This is an optimization exercise on Yosys and OpenROAD, whose aim is small area, not a production implementation. Only simulation tests tie the RTL to the original design; equivalence was not proved. Power and IR drop assume default switching activity.

**flow/run.sh**
```bash
#!/bin/bash
set -euo pipefail
cd "$(dirname "$0")/.."
bash standard.sh \
  "CTS_ARGS=-sink_clustering_enable -repair_clock_nets -dont_use_dummy_load -buf_list sky130_fd_sc_hd__clkbuf_4 -sink_clustering_size 8 -sink_clustering_max_diameter 30" \
  "BUFFER_PORTS_ARGS=-buffer_cell sky130_fd_sc_hd__buf_2" \
  finish > flow_make.log 2>&1
```
**standard.sh**
```bash
#!/bin/bash
# synth_recipe.tcl (not shown) runs the flow's synth.tcl, then flattens the netlist and writes it again
# the make line also repeats each setting of config.mk as NAME=value (left out here)
make -C /OpenROAD-flow-scripts/flow DESIGN_CONFIG=/design/flow/config.mk WORK_HOME=/design/flow/orfs CLKGATE_MAP_FILE= SYNTH_SCRIPT=/design/flow/synth_recipe.tcl "${@:-finish}"
```
**config.mk**
```make
export PLATFORM = sky130hd
export DESIGN_NAME = dmem_responder
export DESIGN_NICKNAME = dmem_responder
export VERILOG_FILES = /design/flow/design.v
export SDC_FILE = /design/flow/constraint.sdc
export NUM_CORES = 4
export LEC_CHECK = 0
export CAP_MARGIN = 20
export CORE_MARGIN = 2
export CORE_UTILIZATION = 45
export PLACE_DENSITY = 0.6
export SLEW_MARGIN = 20
export SYNTH_HIERARCHICAL = 1
```
**constraint.sdc**
```tcl
create_clock -name core_clock -period 10.0 [get_ports {clk_i}]
set_input_delay 2.0000 -clock core_clock [delete_from_list [all_inputs] [get_ports {clk_i}]]
set_output_delay 2.0000 -clock core_clock [all_outputs]
set_load 0.01 [all_outputs]
```
**design.v**
```verilog
package dmem_responder_pkg;
  localparam int unsigned DEPTH = 128;   
  localparam int unsigned STEP  = 3;
endpackage
module dmem_word_array (
  input  logic        clk_i,
  input  logic        rst_i,
  input  logic [42:0] whit_i,     
  input  logic [42:0] whit2_i,    
  input  logic [31:0] wdata_i,    
  input  logic [31:0] wdata_n_i,  
  input  logic [3:0]  be_i,
  input  logic [42:0] rsel_i,     
  input  logic [42:0] rsel_n_i,   
  output logic [31:0] rdata_o,
  output logic        rvalid_o
);
  localparam int unsigned N = dmem_responder_pkg::DEPTH;
  localparam int unsigned S = dmem_responder_pkg::STEP;
  localparam int unsigned NT = (N + S - 1) / S;
  function automatic bit pol(int unsigned i);
    pol = ((i / S) % 2) == 1;
  endfunction
  logic [31:0]  ring_q [N];
  logic [31:0]  ring_d [N];
  logic [N-1:0] vld_q, vld_d;
  for (genvar i = 0; i < int'(N); i++) begin : g_pos
    localparam int unsigned Prev = (i + N - 1) % N;
    if (i % S == 0) begin : g_wport
      for (genvar b = 0; b < 4; b++) begin : g_lane
        logic       sel, sel_n;
        logic [7:0] q, x, d;
        assign q = ring_q[Prev][8*b +: 8];
        if (pol(Prev)) begin : g_from_inv
          assign sel   = (whit_i[i/S] && be_i[b]) || !vld_q[Prev];
          assign sel_n = !(whit2_i[i/S] && be_i[b]);
          assign x     = wdata_n_i[8*b +: 8];
        end else begin : g_from_true
          assign sel   = whit_i[i/S] && be_i[b];
          assign sel_n = !(whit2_i[i/S] && be_i[b]) && vld_q[Prev];
          assign x     = wdata_i[8*b +: 8];
        end
        assign d = (q | {8{sel}}) & ({8{sel_n}} | x);
        assign ring_d[i][8*b +: 8] = (i == 0) ? d : ~d;
      end
      assign vld_d[i] = vld_q[Prev] || whit_i[i/S];
    end else begin : g_plain
      assign ring_d[i] = ring_q[Prev];
      assign vld_d[i]  = vld_q[Prev];
    end
  end
  always_ff @(posedge clk_i) begin
    for (int i = 0; i < int'(N); i++) begin
      ring_q[i] <= ring_d[i];
    end
  end
  always_ff @(posedge clk_i or negedge rst_i) begin
    if (!rst_i) begin
      vld_q <= '0;
    end else begin
      vld_q <= vld_d;
    end
  end
  logic [31:0] rd_or;
  logic        rv_or;
  always_comb begin
    rd_or = '0;
    rv_or = 1'b0;
    for (int r = 0; r < int'(NT); r++) begin
      if (pol(r * S)) begin
        rd_or = rd_or | ~({32{rsel_n_i[r]}} | ring_q[r*S]);
      end else begin
        rd_or = rd_or | ({32{rsel_i[r]}} & ring_q[r*S]);
      end
      rv_or = rv_or | (rsel_i[r] & vld_q[r*S]);
    end
  end
  assign rdata_o  = rd_or;
  assign rvalid_o = rv_or;
endmodule
module dmem_pos_dec #(
  parameter int unsigned BASE = 0
) (
  input  logic        en_i,
  input  logic [6:0]  pos_i,
  output logic [42:0] hot_o
);
  for (genvar r = 0; r < 43; r++) begin : g_hot
    assign hot_o[r] = en_i && (pos_i == 7'((r * dmem_responder_pkg::STEP + BASE) % dmem_responder_pkg::DEPTH));
  end
endmodule
module dmem_responder #(
  parameter int unsigned DEPTH   = 128,
  parameter int unsigned LATENCY = 2
) (
  input  logic        clk_i,
  input  logic        rst_i,
  input  logic        req_valid_i,
  output logic        req_ready_o,
  input  logic        req_write_i,
  input  logic [31:0] req_addr_i,
  input  logic [31:0] req_wdata_i,
  input  logic [3:0]  req_be_i,
  output logic        rsp_valid_o,
  input  logic        rsp_ready_i,
  output logic [31:0] rsp_rdata_o,
  output logic        rsp_err_o,
  output logic        busy_o
);
  if (DEPTH != dmem_responder_pkg::DEPTH || LATENCY != 2) begin : gen_bad_param
    $fatal(1, "dmem_responder: only DEPTH=128, LATENCY=2 is supported");
  end
  logic        busy_q, resp_q;
  logic [6:0]  phase_q;              
  logic [6:0]  pos_q;                
  logic        err_q, wpend_q;
  logic [31:0] data_q;               
  logic [3:0]  be_q;
  logic        rvld_q, got_q;
  logic        accept, acc_err;
  logic [6:0]  cur_idle, cur;
  logic [42:0] whot, rhot;
  logic        whit, rhit, cap;
  logic [31:0] tap_data, rdata;
  logic        tap_vld, rvld;
  logic [31:0] wmask;
  assign accept  = !busy_q && req_valid_i;
  assign acc_err = (req_addr_i[1:0] != 2'b00) || (req_addr_i[31:9] != '0);
  for (genvar b = 0; b < 4; b++) begin : g_mask
    assign wmask[8*b +: 8] = {8{req_be_i[b]}};
  end
  assign cur_idle = req_addr_i[8:2] + phase_q;
  assign cur      = busy_q ? pos_q : cur_idle;
  dmem_pos_dec #(.BASE(dmem_responder_pkg::DEPTH - 1)) u_wdec (
    .en_i  (wpend_q),
    .pos_i (pos_q),
    .hot_o (whot)
  );
  dmem_pos_dec #(.BASE(0)) u_rdec (
    .en_i  (1'b1),
    .pos_i (cur),
    .hot_o (rhot)
  );
  assign whit = |whot;
  assign rhit = |rhot;
  dmem_word_array u_array (
    .clk_i     (clk_i),
    .rst_i     (rst_i),
    .whit_i    (whot),
    .whit2_i   (whot),
    .wdata_i   (data_q),
    .wdata_n_i (~data_q),
    .be_i      (be_q),
    .rsel_i    (rhot),
    .rsel_n_i  (~rhot),
    .rdata_o   (tap_data),
    .rvalid_o  (tap_vld)
  );
  assign cap = rhit && (accept ? !req_write_i : (busy_q && !got_q));
  always_ff @(posedge clk_i or negedge rst_i) begin
    if (!rst_i) begin
      busy_q  <= 1'b0;
      resp_q  <= 1'b0;
      phase_q <= '0;
      wpend_q <= 1'b0;
    end else begin
      phase_q <= phase_q + 7'd1;
      if (accept) begin
        busy_q <= 1'b1;
      end else if (busy_q && !resp_q) begin
        resp_q <= 1'b1;
      end else if (resp_q && rsp_ready_i) begin
        busy_q <= 1'b0;
        resp_q <= 1'b0;
      end
      if (accept) begin
        wpend_q <= req_write_i && !acc_err;
      end else if (whit) begin
        wpend_q <= 1'b0;
      end
    end
  end
  always_ff @(posedge clk_i) begin
    pos_q <= (accept ? cur_idle : pos_q) + 7'd1;
    if (accept) begin
      err_q <= acc_err;
      be_q  <= req_be_i;
      got_q <= req_write_i || rhit;
    end else if (cap) begin
      got_q <= 1'b1;
    end
    if (accept && req_write_i) begin
      data_q <= req_wdata_i & wmask;
      rvld_q <= 1'b0;
    end else if (cap) begin
      data_q <= tap_data;
      rvld_q <= tap_vld;
    end
  end
  assign rdata = got_q ? data_q : tap_data;
  assign rvld  = got_q ? rvld_q : tap_vld;
  assign req_ready_o = !busy_q;
  assign rsp_valid_o = resp_q;
  assign busy_o      = busy_q;
  assign rsp_err_o   = err_q;
  assign rsp_rdata_o = rdata & {32{rvld && !err_q}};
endmodule
```
==> summary.txt, run 1 <==
Run status
  • Run status: complete, no violations

Timing
  • Fin crit period: 9.55 ns
  • Max-slew headroom: 0.0991
  • Fmax: 0.105 GHz
  • Tcrit/Tclk final: 0.955
  • TNS Setup: 0 ns
  • RSZ-0062 raised after global routing: false
  • Final hold viol count: 0
  • Final setup skew: 0.194 ns
  • Max-slew violations: 0
  • Final setup violation count: 0
  • Worst Tran Pin Value: 1.35 ns

Route
  • DRT antenna net count: 0
  • DRC viols: 0
  • DR top layer: met5
  • Met1 WL: 182000 µm
  • DR iter-0 viols: 10400
  • DR vias: 74700
  • Met3 wire length: 49900 µm
  • First-pass DRT Iterations: 7
  • Via/cell ratio: 6.20
  • Final WL: 468000 µm
  • Routed length per instance: 38.8 µm
  • Met2 wire len: 199000 µm

Pwr
  • Worst vdd ir: 118 µV
  • Pwr per Cell Area: 232 mW/mm²
  • Leak: 0.0449 µW

Finish
  • Area grow syn2layout: 9.71%
  • Commonest cells after routing, fill and taps aside: 4104 x dfxtp_1, 1429 x o22ai_1, 700 x clkbuf_4
  • Most common cell after layout, fill and taps aside: dfxtp_1
  • Core Util, Final: 0.496
  • Fin nets: 8864
  • Layout cells sized above 1: 0.139

Min path
  • Hold Crit Class: register to register

Floorplanning
  • Std-Cell Rows: 181
  • DIE AREA: 0.248 mm²
  • # IOs: 109
  • Initial Util: 0.452
  • Die Width: 498 µm
  • CORE AREA: 0.243 mm²
  • Chip height: 498 µm

Critical path
  • Crit-path cells: buf_2, ha_1, fa_1, nand3_1, a21boi_1, o21ai_1, and3_1, nor2_1, mux2_2, nand4b_1, nor2_1, inv_2, buf_4, o22ai_1, a221o_1, a2111oi_1, nand4_1, mux2i_1, nor2_1, buf_2
  • Most frequent CP cell: nor2_1
  • Crit path launch type: primary input
  • Kind of critical path: primary input to output port
  • Critical-path top delay cell: a2111oi_1
  • Crit. End Element: output port
  • Bufs and invs on worst path: 4
  • Max FO, Critical Path: 14
  • Critical path required time: 8.00 ns
  • Delay-heaviest family, CP: compound AO/OA/AOI/OAI gates
  • Critical path's largest stage delay: 0.97 ns
  • Worst Path Arrival: 7.55 ns

Global routing
  • First-pass GRT wire length: 612000 µm
  • Initial antenna violation count: 80
  • Grt total ovfl: 0
  • Largest net degree at the start of global routing: 84
  • Vias in the first global route: 71600
  • Global Route Usage Sum: 0.365

CTS
  • Clock-pin slew on the worst setup and hold paths: 0.09 ns
  • CTS Root Cell: clkbuf_4
  • Clock buffer depth: 4
  • CTS Hold Buffers Added: 0
  • Skew-Pair Late Insertion Delay: 1.52 ns
  • Post-CTS Setup Inserts: 0
  • CTS sink cnt: 4280
  • Post_cts resized: 0
  • CTS tree: done
  • H-tree depth: 6
  • Cts bufs inserted: 699

Placement
  • Routability cong.: 1.06
  • Hpwl dp: 323000 µm
  • Buffers on Ports: 108

Synth
  • Synthesized Nets: 8254
  • Post-synthesis instance total: 8172
  • Yosys warning total: 10
  • Synthesized cell area: 0.110 mm²
  • Synthesized area per cell: 13.4 µm²

Run
  • Max-cap viol count: 0
[routing by layer]
layer | vias to the layer above | global-route usage
met5 | - | 0
met4 | 28 | 0.262
met3 | 1386 | 0.102
met2 | 5357 | 0.531
met1 | 37100 | 0.468
li1 | 30800 | -
[path summary, 6_finish.rpt]
check,start,end,slack [ns],cells after the start
worst max-delay path,req_addr_i[2],rsp_rdata_o[4],0.45,20
worst min-delay path,u_array.ring_q[85][3]$_DFF_P_,u_array.ring_q[86][3]$_DFF_P_,0.25,0
worst max register to register,phase_q[0]$_DFF_PN0_,data_q[4]$_DFFE_PP_,3.62,18
worst min register to register,u_array.ring_q[85][3]$_DFF_P_,u_array.ring_q[86][3]$_DFF_P_,0.25,0
max in group asynchronous,rst_i,u_array.vld_q[119]$_DFF_PN0_,8.15,2
min in group asynchronous,rst_i,phase_q[1]$_DFF_PN0_,0.44,1
[cell type report]
type | instances | area (µm²)
Sequential cell | 4280 | 86800
Tap cell | 3202 | 4010
Clock buffer | 699 | 5250
Inverter | 59 | 226
Timing Repair Buffer | 371 | 2750
Fill cell | 21500 | 122000
Multi-Input combinational cell | 3371 | 21200
Antenna cell | 63 | 158
[worst reg2reg max path: cells and delay by family, from the launching register on]
| kind | cells | cell delay, ns |
|---|---|---|
| muxes | 1 | 0.44 |
| and+or+nand+nor | 7 | 1.66 |
| DFF | 1 | 0.45 |
| adders and majority gates | 2 | 0.72 |
| AOI/OAI and AO/OA | 6 | 1.81 |
| buffers and inverters | 2 | 0.84 |
[flip-flops by register name, summed over array words and instances (netlist names), 4 cells and up]
name	flops
be_q	4
data_q	32
phase_q	7
pos_q	7
u_array.ring_q	4096
u_array.vld_q	128
[power breakdown]
group          internal (µW)  switching (µW)
Clock                   3200            5520
Sequential             17100            86.4
Combinational            300            1710
Total                  20600            7310
[through the flow]
stage | std cells | instance area, µm² | worst slack, ns | hold WS (ns) | total power, µW
after floorplan | 8172 | 110000 | 2.04 | 0.310 | 18400
after CTS | 12000 | 120000 | 0.599 | 0.255 | 27900
after detailed placement | 11300 | 115000 | 0.613 | 0.312 | 19600
after global routing | 12000 | 120000 | 0.422 | 0.238 | 28700
after global placement | 11300 | 115000 | -0.205 | 0.310 | 19600
final | 12000 | 120000 | 0.447 | 0.253 | 28000
==> run 2, diff against run 1 <==
==> flow/run.sh (replaced) <==
#!/bin/bash
set -euo pipefail
cd "$(dirname "$0")/.."
bash standard.sh \
  "CTS_ARGS=-sink_clustering_enable -repair_clock_nets -dont_use_dummy_load -buf_list sky130_fd_sc_hd__clkbuf_4 -sink_clustering_size 10 -sink_clustering_max_diameter 30" \
  "BUFFER_PORTS_ARGS=-buffer_cell sky130_fd_sc_hd__buf_2" \
  finish > flow_make.log 2>&1
--- a/config.mk
+++ b/config.mk
@@ -10,4 +10,5 @@
 export CORE_UTILIZATION = 45
 export PLACE_DENSITY = 0.6
+export SETUP_SLACK_MARGIN = 0.1
 export SLEW_MARGIN = 20
 export SYNTH_HIERARCHICAL = 1
==> run 2 against run 1 <==
- via count down 0.55%
- register-to-register slack better by 0.05 ns
- highest routed layer unchanged
- flip-flop and latch count unchanged
- worst hold slack worse by 0.038 ns
- wire length down 0.14%
- clock-buffer cell count down 55
- utilization down 0.18 points
- synthesized cell count unchanged
- design area down 0.36%
- combinational power about the same
- maximum frequency up 0.31%
- die area unchanged
==> summary.txt, run 2 <==
Floorplanning
  • # IOs: 109
  • Std-Cell Rows: 181
  • DIE AREA: 0.248 mm²
  • CORE AREA: 0.243 mm²
  • Chip height: 498 µm
  • Initial Util: 0.452
  • Die Width: 498 µm

Global routing
  • Vias in the first global route: 70900
  • Grt total ovfl: 0
  • First-pass GRT wire length: 611000 µm
  • Global Route Usage Sum: 0.364
  • Initial antenna violation count: 78
  • Largest net degree at the start of global routing: 84

Placement
  • Routability cong.: 1.06
  • Buffers on Ports: 108
  • Area after DPL: 0.115 mm²
  • Hpwl dp: 323000 µm

Run status
  • Run status: complete, no violations

Timing
  • TNS Setup: 0 ns
  • Max-slew violations: 0
  • Final setup skew: 0.187 ns
  • Fin crit period: 9.52 ns
  • Max-slew headroom: 0.0692
  • Fmax: 0.105 GHz
  • Worst Tran Pin Value: 1.40 ns
  • Tcrit/Tclk final: 0.952
  • RSZ-0062 raised after global routing: false
  • Final setup violation count: 0
  • Final hold viol count: 0

Critical path
  • Kind of critical path: primary input to output port
  • Crit. End Element: output port
  • Max FO, Critical Path: 13
  • Critical path required time: 8.00 ns
  • Worst Path Arrival: 7.52 ns
  • Crit path launch type: primary input
  • Worst reg2reg setup slack: 3.67 ns

Pwr
  • Reg power frac: 0.624
  • Leak: 0.0446 µW
  • Pwr per Cell Area: 230 mW/mm²
  • P_int: 20400 µW
  • Psw: 7220 µW
  • Tot Pwr: 27600 µW
  • Net Sw Frac: 0.261
  • Worst vdd ir: 109 µV
  • Combinational Power Share: 0.073
  • Clock Power Share: 0.304

Finish
  • Fin nets: 8809
  • Design area: 0.120 mm²
  • Biggest regs: u_array.ring_q x4096, u_array.vld_q x128, data_q x32
  • Number of flip-flops in the largest register: 4096
  • Layout cells sized above 1: 0.134
  • Commonest cells after routing, fill and taps aside: 4104 x dfxtp_1, 1429 x o22ai_1, 645 x clkbuf_4
  • Area grow syn2layout: 9.32%
  • Most common cell after layout, fill and taps aside: dfxtp_1
  • Largest reg by FF count: u_array.ring_q

Route
  • DR vias: 74300
  • DRC viols: 0
  • DRT antenna net count: 0
  • First-pass DRT Iterations: 6
  • Routed length per instance: 39.0 µm
  • Final WL: 467000 µm
  • DR iter-0 viols: 10500
  • Via/cell ratio: 6.20

CTS
  • H-tree depth: 6
  • Clock buffer depth: 4
  • Cts bufs inserted: 644
  • Post-CTS Setup Inserts: 0
  • CTS Root Cell: clkbuf_4
  • Skew-Pair Late Insertion Delay: 1.54 ns
  • CTS tree: done
  • Post_cts resized: 0
  • Clock-pin slew on the worst setup and hold paths: 0.09 ns
  • CTS sink cnt: 4280
  • CTS Hold Buffers Added: 0

Synth
  • Synthesized Nets: 8254
  • Synthesized cell area: 0.110 mm²
  • Post-synthesis instance total: 8172
  • Synthesized area per cell: 13.4 µm²
  • Yosys warning total: 10

Min path
  • Hold Crit Class: register to register

Run
  • Max-cap viol count: 0
run 2: metrics by stage:
stage / util / hold slack, ns / setup WS, ns / instances
after global placement: 0.473 / 0.310 / -0.205 / 11300
after CTS: 0.493 / 0.207 / 0.599 / 11900
after detailed placement: 0.473 / 0.312 / 0.613 / 11300
final: 0.494 / 0.215 / 0.477 / 12000
after floorplan: - / 0.310 / 2.04 / 8172
after global routing: 0.493 / 0.207 / 0.419 / 11900
run 2: metal layers:
metal	GRT usage	share of wire
met5	0	0.00027
met4	0.258	0.082
met3	0.103	0.11
met2	0.532	0.42
met1	0.465	0.39
run 2: layout make-up:
| cell class | count | area (µm²) |
|---|---|---|
| multi-input combinational | 3371 | 21200 |
| fill | 21400 | 123000 |
| antenna | 57 | 143 |
| sequential | 4280 | 86800 |
| timing repair buffer | 371 | 2750 |
| clock buffer | 644 | 4830 |
| inverter | 59 | 226 |
| tap | 3202 | 4010 |
run 2: power groups by stage:
stage          clock (µW)  sequential (µW)  combinational [µW]
4_1_cts              8420            17200                1950
2_1_floorplan           0            17600                 767
3_3_place_gp            0            17600                1940
6_report             8390            17200                2010
5_1_grt              9150            17200                1980
3_5_place_dp            0            17600                1940
run 2: final timing paths:
path | from | cells after the start | end
worst min register to register | u_array.ring_q[46][16]$_DFF_P_ | 0 | u_array.ring_q[47][16]$_DFF_P_
min in group asynchronous | rst_i | 1 | phase_q[1]$_DFF_PN0_
worst max-delay path | req_addr_i[3] | 20 | rsp_rdata_o[8]
max in group asynchronous | rst_i | 2 | u_array.vld_q[28]$_DFF_PN0_
worst max register to register | phase_q[0]$_DFF_PN0_ | 18 | data_q[4]$_DFFE_PP_
worst min-delay path | u_array.ring_q[46][16]$_DFF_P_ | 0 | u_array.ring_q[47][16]$_DFF_P_
run 2: worst max-delay path, cell delays in order:
cell       delay, ns
buf_2           0.12
ha_1            0.31
a211oi_2        0.25
nor2_1          0.13
or2_1           0.25
a21oi_1         0.18
xnor2_1         0.10
o21ai_2         0.64
or4b_1          0.57
nor4_4          0.10
inv_2           0.56
o22ai_1         0.19
a221o_1         0.29
a2111oi_0       0.73
buf_4           0.23
nand4_1         0.23
buf_4           0.26
mux2i_1         0.12
nor2_1          0.06
buf_2           0.15
==> run 3, diff against run 2 <==
--- a/design.v
+++ b/design.v
@@ -138,5 +138,5 @@
   );
   dmem_pos_dec #(.BASE(0)) u_rdec (
-    .en_i  (1'b1),
+    .en_i  (!(busy_q && got_q)),
     .pos_i (cur),
     .hot_o (rhot)
@@ -198,6 +198,6 @@
     end
   end
-  assign rdata = got_q ? data_q : tap_data;
-  assign rvld  = got_q ? rvld_q : tap_vld;
+  assign rdata = tap_data | (data_q & {32{got_q}});
+  assign rvld  = tap_vld | (rvld_q && got_q);
   assign req_ready_o = !busy_q;
   assign rsp_valid_o = resp_q;
==> flow/run.sh (replaced) <==
#!/bin/bash
set -euo pipefail
cd "$(dirname "$0")/.."
bash standard.sh \
  "CTS_ARGS=-sink_clustering_enable -repair_clock_nets -dont_use_dummy_load -buf_list sky130_fd_sc_hd__clkbuf_4 -sink_clustering_size 10 -sink_clustering_max_diameter 30" \
  "BUFFER_PORTS_ARGS=-buffer_cell sky130_fd_sc_hd__buf_1" \
  finish > flow_make.log 2>&1
==> run 3 against run 2 <==
- global-route usage grew 0.42 points
- maximum frequency shrank 0.26%
- clock power is essentially flat
- register-to-register slack lost 0.23 ns
- flip-flop and latch count is the same
- highest routed layer unchanged
- die area shrank 0.14%
- still clean on timing, DRC and antenna
- synthesized cell count is the same
- combinational power grew 3%
- non-clock buffer count grew 1
- first-iteration DRC count shrank 1.8%
==> summary.txt, run 3 <==
Floorplanning
  • DIE AREA: 0.247 mm²
  • Initial Util: 0.451
  • Std-Cell Rows: 181
  • # IOs: 109
  • Die Width: 497 µm
  • CORE AREA: 0.243 mm²
  • Chip height: 497 µm

Run
  • Max-cap viol count: 0

Timing
  • Max-slew headroom: 0.134
  • Tcrit/Tclk final: 0.955
  • Fmax: 0.105 GHz
  • Worst Tran Pin Value: 1.30 ns
  • TNS Setup: 0 ns
  • RSZ-0062 raised after global routing: false
  • Setup ws final: 0.452 ns
  • Fin crit period: 9.55 ns
  • Max-slew violations: 0
  • Final setup skew: 0.156 ns
  • Final hold viol count: 0
  • Final setup violation count: 0

Route
  • DRC viols: 0
  • First-pass DRT Iterations: 8
  • DR iter-0 viols: 10300
  • DR vias: 74800
  • Routed length per instance: 39.3 µm
  • Final WL: 471000 µm
  • DRT antenna net count: 0
  • Via/cell ratio: 6.23

Finish
  • Core Util, Final: 0.494
  • Commonest cells after routing, fill and taps aside: 4104 x dfxtp_1, 1429 x o22ai_1, 638 x clkbuf_4
  • Largest reg by FF count: u_array.ring_q
  • Most common cell after layout, fill and taps aside: dfxtp_1
  • Fill count: 21400
  • Biggest regs: u_array.ring_q x4096, u_array.vld_q x128, data_q x32
  • Fin nets: 8803
  • Area grow syn2layout: 9.33%
  • Layout cells sized above 1: 0.121
  • Number of flip-flops in the largest register: 4096

Run status
  • Run status: complete, no violations

Global routing
  • Met1 usage: 0.479
  • M2 GR Usage: 0.549
  • Vias in the first global route: 71200
  • Global Route Usage Sum: 0.369
  • Grt total ovfl: 0
  • First-pass GRT wire length: 616000 µm
  • Initial antenna violation count: 73
  • Largest net degree at the start of global routing: 67
  • GR Util met3: 0.0959
  • Grt peak-use layer: met2

Pwr
  • Reg power frac: 0.622
  • P_int: 20400 µW
  • Leak: 0.0441 µW
  • Pwr per Cell Area: 231 mW/mm²
  • Worst vdd ir: 121 µV
  • Clock Power Share: 0.303
  • Net Sw Frac: 0.264
  • Combinational Power Share: 0.075
  • Psw: 7310 µW

Placement
  • Dpl ws: 0.344 ns
  • Routability cong.: 1.01
  • Buffers on Ports: 108
  • Hpwl dp: 321000 µm

CTS
  • Cts bufs inserted: 637
  • Skew-Pair Late Insertion Delay: 1.53 ns
  • CTS sink cnt: 4280
  • CTS tree: done
  • CTS Hold Buffers Added: 0
  • H-tree depth: 6
  • CTS Root Cell: clkbuf_4
  • Clock-pin slew on the worst setup and hold paths: 0.08 ns
  • Post-CTS Setup Inserts: 0
  • Clock buffer depth: 4
  • Post_cts resized: 0

Critical path
  • Critical path required time: 8.00 ns
  • Kind of critical path: primary input to output port
  • Worst reg2reg setup slack: 3.44 ns
  • Worst Path Arrival: 7.55 ns
  • Max FO, Critical Path: 13
  • Crit path launch type: primary input
  • Crit. End Element: output port

Synth
  • Synthesized area per cell: 13.4 µm²
  • Synthesized cell area: 0.110 mm²
  • Post-synthesis instance total: 8172
  • Synthesized Nets: 8254
  • Yosys warning total: 10

Min path
  • Hold Crit Class: register to register
## run 3: area by class of cell
cell class | instances | area (µm²) | share of cell area
diodes | 69 | 173 | 0.00144
clock buffers | 637 | 4780 | 0.0399
inverters | 59 | 226 | 0.00189
multi-input cells | 3371 | 21100 | 0.176
flip-flops and latches | 4280 | 86800 | 0.725
well taps | 3202 | 4010 | 0.0335
repair buffers | 372 | 2710 | 0.0226
## run 3: metrics by stage
stage / std cells / power, µW / hold WS (ns) / area (µm²)
floorplan: 8172 / 18400 / 0.310 / 110000
global placement: 11300 / 19600 / 0.309 / 115000
detailed placement: 11300 / 19600 / 0.312 / 115000
CTS: 11900 / 27600 / 0.229 / 120000
global route: 11900 / 28400 / 0.225 / 120000
finish: 12000 / 27700 / 0.235 / 120000
## run 3: power by group through the flow
stage	clock network (µW)	logic (µW)	registers [µW]
CTS	8400	2000	17200
finish	8390	2070	17200
detailed placement	0	2000	17600
floorplan	0	788	17600
global route	9140	2040	17200
global placement	0	2000	17600
## run 3: path summary, 6_finish.rpt
check,start,end,cells past startpoint
worst max-delay path,req_addr_i[3],rsp_rdata_o[8],19
worst min-delay path,u_array.ring_q[112][15]$_DFF_P_,u_array.ring_q[113][15]$_DFF_P_,0
worst max register to register,phase_q[1]$_DFF_PN0_,data_q[10]$_DFFE_PP_,16
worst min register to register,u_array.ring_q[112][15]$_DFF_P_,u_array.ring_q[113][15]$_DFF_P_,0
max in group asynchronous,rst_i,u_array.vld_q[101]$_DFF_PN0_,3
min in group asynchronous,rst_i,phase_q[1]$_DFF_PN0_,1
## run 3: worst max-delay path: stages
cell and delay (ns):
buf_1 0.11, ha_1 0.31, a211oi_2 0.24, nor2_1 0.14
or2_1 0.26, a21oi_1 0.18, xnor2_1 0.21, o21ai_2 0.63
or4b_1 0.26, nor2_1 0.11, inv_2 0.51, buf_4 0.33
o22ai_1 0.19, a221o_1 0.31, a2111oi_0 0.87, nand4_1 0.39
a21oi_1 0.24, nor2_1 0.06, buf_1 0.16
## run 3: routing by layer
| metal | wire (µm) | share of wire |
|---|---|---|
| met2 | 203000 | 0.43 |
| met5 | 120 | 0.00025 |
| met3 | 50100 | 0.11 |
| met1 | 184000 | 0.39 |
| met4 | 33100 | 0.070 |

re-timing with driven ports:
The flow's constraints put no driver on any port. The routed layouts listed below were extracted and timed again, unchanged, in two steps.
Step 1: set_driving_cell puts a clkbuf_16 on clk_i and a buf_2 on each other input, an assumption about the parent block.
Step 2 moves the port delays by t, midway between the first and last clock arrival at a register: inputs arrive t later, outputs are due t later. That takes back most of the time a late clock gives input paths.
a / b / c = ideal / step 1 / step 2; a / b = the first two.
| run | t (ns) | slack for setup (ns) | clock arrival spread, ns | slew at the worst register clock pin (ns) | worst slew at a driven data input, ns |
|---|---|---|---|---|---|
| run 1 | 1.522 | 0.447 / 0.423 / 0.423 | 0.198 / 0.198 | 0.10 / 0.10 | 0.05 |
| run 2 | 1.548 | 0.477 / 0.457 / 0.457 | 0.190 / 0.190 | 0.11 / 0.11 | 0.05 |
| run 3 | 1.546 | 0.452 / 0.431 / 0.431 | 0.174 / 0.174 | 0.11 / 0.11 | 0.04 |
After both steps every run listed still meets setup and hold. The setup slack of run 1, which loses most, moves by -0.024 ns with the drivers and by -0.024 ns with both steps.
